This design comes from an exercise in tuning for small area and a short achievable clock period on the open sky130 flow, not from production work.
Function was checked by simulation only, so behaviour that the tests miss may differ from the original.
Power figures rest on the tool's default switching activity, not on a simulated workload.

==> flow/design.v (excerpt) <==
module tru_top
(
   input  logic        clk,
   input  logic        rst_n_i,
   input  logic        tab_wr_en_i,
   input  logic [3:0]  tab_wr_fid_i,
   input  logic [1:0]  tab_wr_sub_i,
   input  logic        tab_wr_valid_i,
   input  logic [7:0]  tab_wr_pattern_mask_i,
   input  logic [7:0]  tab_wr_pattern_match_i,
   input  logic [7:0]  tab_wr_ports_mask_i,
   input  logic [7:0]  tab_wr_ports_egress_i,
   input  logic [7:0]  tab_wr_ports_ingress_i,
   input  logic        req_valid_i,
   input  logic [3:0]  req_fid_i,
   input  logic [2:0]  req_port_i,
   input  logic [7:0]  ep_status_i,
   input  logic [7:0]  pass_all_i,
   output logic        resp_valid_o,
   output logic        resp_drop_o,
   output logic [2:0]  resp_port_o,
   output logic [7:0]  resp_port_mask_o
);
   localparam int NP    = tru_pkg::NUM_PORTS;
   localparam int W0_W  = tru_pkg::W0_W;
   localparam int PAT_W = tru_pkg::PAT_W;
   localparam int POR_W = tru_pkg::PORT_W;
   function automatic logic [4:0] pat_enc(input logic [2:0] m, input logic [2:0] v);
      case (m)
         3'b111:  pat_enc = {2'b11, v[2], v[1], v[0]};
         3'b110:  pat_enc = {3'b100, v[1], v[2]};
         3'b101:  pat_enc = {3'b101, v[0], v[2]};
         3'b011:  pat_enc = {3'b010, v[0], v[1]};
         3'b001:  pat_enc = {4'b0110, v[0]};
         3'b010:  pat_enc = {4'b0111, v[1]};
         3'b100:  pat_enc = {4'b0010, v[2]};
  ...
Size in the first run: about 76000 um2 of cells after synthesis.
Settings: LEC_CHECK=0, CAP_MARGIN=20, CORE_MARGIN=2, CORE_UTILIZATION=60, CTS_CLUSTER_DIAMETER=90, CTS_CLUSTER_SIZE=25, SETUP_SLACK_MARGIN=2.4, SLEW_MARGIN=20, SYNTH_HIERARCHICAL=1, TNS_END_PERCENT=5; clock period 5.0 ns.
run.sh (not shown) runs the stock make flow with config.mk's settings and CLKGATE_MAP_FILE= SYNTH_SCRIPT=/design/flow/synth_recipe.tcl, a recipe that flattens the netlist after the stock synthesis.
Then changed:
CTS_CLUSTER_DIAMETER = 100   (was 90)
CTS_CLUSTER_SIZE = 30   (was 25)
TNS_END_PERCENT = not set   (was 5)
Effect: Core utilization increases by 0.92 points; clock skew barely changes; cell count goes up by 0.31%; wire length went up by 3.9%; sequential power is about the same; synthesized cell count is unchanged; power is lower by 1.3%.
Then changed:
CTS_CLUSTER_DIAMETER = 90   (was 100)
CTS_CLUSTER_SIZE = 25   (was 30)
SETUP_SLACK_MARGIN = 2.3   (was 2.4)
TNS_END_PERCENT = 5   (was not set)
Sequential share of layout area rose by 1.5 points. Synthesized cell count does not change. Routed wire length fell by about 5.3%. Synthesized area is unchanged. Final cell count fell by 0.78%. Final area fell by about 2.1%. Utilization fell by 1.5 points. Non-clock buffer count fell by 45.

========
tru_top again, from the RTL that the note above started with.
clock: 5.0 ns
lec_check: 0
cap_margin: 20
core_margin: 2
core_utilization: 60
cts_cluster_diameter: 100
cts_cluster_size: 30
setup_slack_margin: 2.7
slew_margin: 20
synth_hierarchical: 1
Change:
Settings changed: SETUP_SLACK_MARGIN 2.7 to 2.5, TNS_END_PERCENT from default to 5.
After rerunning:
- clock skew increases by 0.0090 ns
- global-route usage shrinks by 2.7 points
- power falls by 2.0%
- synthesized cell count does not change
- fmax increases by about 4%
- core utilization is lower by 5.8 points
- final cell count shrinks by 4.2%
- wire length went down by 14%
Change:
Settings changed: CTS_CLUSTER_DIAMETER 100 to 90, CTS_CLUSTER_SIZE 30 to 25.
The changed run produced a clean layout.
Synthesized cell count is unchanged.
Wire length stays flat.
Total power grows slightly.
Critical path depth stays the same.
Clock skew stays flat.
Global-route usage went up by 0.15 points.
Design area came out higher slightly.
Combinational power barely changes.
First-iteration DRC count shrinks by roughly a tenth.
Via count climbs slightly.

========
oak:
Another version of the RTL of tru_top (not shown whole).
Size: ~2,000 flip-flops, roughly 87 I/O pins, ~76,000 um^2 of cells after synthesis.
Design tru_top, start of the top module:
module tru_top
(
   input  logic        clk,
   input  logic        rst_n_i,
   input  logic        tab_wr_en_i,
   input  logic [3:0]  tab_wr_fid_i,
   input  logic [1:0]  tab_wr_sub_i,
   input  logic        tab_wr_valid_i,
   input  logic [7:0]  tab_wr_pattern_mask_i,
   input  logic [7:0]  tab_wr_pattern_match_i,
   input  logic [7:0]  tab_wr_ports_mask_i,
   input  logic [7:0]  tab_wr_ports_egress_i,
   input  logic [7:0]  tab_wr_ports_ingress_i,
   input  logic        req_valid_i,
   input  logic [3:0]  req_fid_i,
   input  logic [2:0]  req_port_i,
   input  logic [7:0]  ep_status_i,
   input  logic [7:0]  pass_all_i,
   output logic        resp_valid_o,
   output logic        resp_drop_o,
   output logic [2:0]  resp_port_o,
   output logic [7:0]  resp_port_mask_o
);
clock: 5.0 ns
lec_check: 0
cap_margin: 20
core_margin: 2
core_utilization: 70
cts_cluster_diameter: 90
cts_cluster_size: 25
setup_slack_margin: 2.3
slew_margin: 20
synth_hierarchical: 1
The inputs of pine differ from those of oak as listed below.
- changing CORE_UTILIZATION from 70 to 60
- changing CTS_CLUSTER_DIAMETER from 90 to 100
- changing SETUP_SLACK_MARGIN from 2.3 to 2.6
- changing CTS_CLUSTER_SIZE from 25 to 30
[summary]
Higher initial standard-cell utilization of the core was reported by oak, not pine.
Lower met1 layer usage reported by global route among pine and oak: pine
Final design area excluding fillers was higher in the run labelled pine.
First-pass GRT wire length went up by a little under 10% going from oak to pine.
The startpoint of the worst setup timing path comes out req_fid_i[1] in one run and tab_wr_fid_i[0] in the other, namely in pine and oak respectively.
Achievable frequency is higher on pine
Combinational power: pine higher than oak
Cell count: pine higher than oak
oak → pine: share of the clock period used by the worst path shows a reduction of 4.2 points, met3 demand-to-capacity share in global routing shows a reduction of 1.1 points.
For birch, these inputs were changed with respect to pine:
- CTS_CLUSTER_SIZE: 30 -> 25
- TNS_END_PERCENT: unset -> 5
- CTS_CLUSTER_DIAMETER: 100 -> 90
## What came out
- Compared birch against pine; clock-pin slew on the worst setup and hold paths within noise.
- Detailed-route wire length per cell in birch is 1.2 um below pine.
- pine → birch: switching power of the nets picked up an extra about 0.35%, deepest clock path buffer count neither gained nor lost much, portion of total power attributed to sequential cells lost 1.0 points, cell count neither gained nor lost much.
- In birch, the buffers inserted during post-CTS setup optimization came out about 33% below the value in pine.
- Proportion of cell area occupied by multi-input gates: lower on birch
- Area growth from synthesis to layout: pine and birch compared, higher one is pine
- Count of antenna diodes in the layout: pine and birch compared, lower one is birch
- Routed wire length delta (birch − pine): favourable

========
rev 12:
tru_top again, from the RTL that the note above started with.
==> flow/config.mk <==
export PLATFORM = sky130hd
export DESIGN_NAME = tru_top
export DESIGN_NICKNAME = tru_top
export VERILOG_FILES = /design/flow/design.v
export SDC_FILE = /design/flow/constraint.sdc
export NUM_CORES = 4
export LEC_CHECK = 0
export CAP_MARGIN = 20
export CORE_MARGIN = 2
export CORE_UTILIZATION = 60
export CTS_CLUSTER_DIAMETER = 90
export CTS_CLUSTER_SIZE = 25
export SETUP_SLACK_MARGIN = 2.3
export SLEW_MARGIN = 20
export SYNTH_HIERARCHICAL = 1
==> flow/constraint.sdc <==
create_clock -name core_clock -period 5.0 [get_ports {clk}]
set_input_delay 1.0000 -clock core_clock [delete_from_list [all_inputs] [get_ports {clk}]]
set_output_delay 1.0000 -clock core_clock [all_outputs]
set_load 0.01 [all_outputs]
The inputs of rev 13 differ from those of rev 12 as listed below.
Settings: changing SETUP_SLACK_MARGIN from 2.3 to 2.45.
### Flow results
- Relative to rev 12, rev 13 improves register-to-register slack.
- Number of violations reported at the end of detailed-routing iteration 0 in rev 13 is 13% higher than in rev 12
- Number of cells on the worst hold path came out exactly the same in rev 13 and rev 12.
- Clock latency reported for the late side of the worst-skew pair across rev 13 and rev 12: no real change.
- [compare] base=rev 12 new=rev 13: via count higher, cell area higher, non-clock buffer count higher.
- | area growth from synthesis to layout | higher: rev 13 |
- The combinational power share number comes out higher for rev 13 vs rev 12.

-- port drivers added, routing unchanged --
In the flow no input, the clock included, has a driving cell. The finished layouts below were timed again as built, in two steps.
Step 1, drivers: a clkbuf_16 drives clk and a buf_2 each remaining input, both assumed.
Step 2 times the ports against the registers' clock, not the clock port: input delays grow and output delays shrink by t, the midpoint of the rising clock arrivals with the driver on.
Slacks: ideal / step 1 / step 2; pairs: ideal / step 1.
run | shift t [ns] | setup slack, ns | worst register clock-pin slew, ns
the first run of note 1 | 0.798 | 2.218 / 2.252 / 1.477 | 0.11 / 0.11
the second run of note 1 | 0.799 | 2.186 / 2.186 / 1.621 | 0.12 / 0.12
the third run of note 1 | 0.798 | 1.920 / 1.972 / 1.174 | 0.11 / 0.11
the first run of note 2 | 0.780 | 2.116 / 2.116 / 1.539 | 0.12 / 0.12
the second run of note 2 | 0.788 | 2.227 / 2.196 / 1.408 | 0.12 / 0.12
the third run of note 2 | 0.795 | 2.222 / 2.222 / 1.460 | 0.11 / 0.11
oak | 0.786 | 2.156 / 2.193 / 1.407 | 0.10 / 0.10
pine | 0.795 | 2.365 / 2.385 / 1.589 | 0.12 / 0.12
birch | 0.805 | 2.298 / 2.315 / 1.509 | 0.10 / 0.10
rev 12 | 0.807 | 2.169 / 2.222 / 1.414 | 0.10 / 0.10
rev 13 | 0.807 | 2.181 / 2.235 / 1.428 | 0.11 / 0.11
After both steps every run listed still meets setup and hold. For the second run of note 2, which loses most, drivers alone change the setup slack by -0.031 ns; drivers and shift together by -0.819 ns.
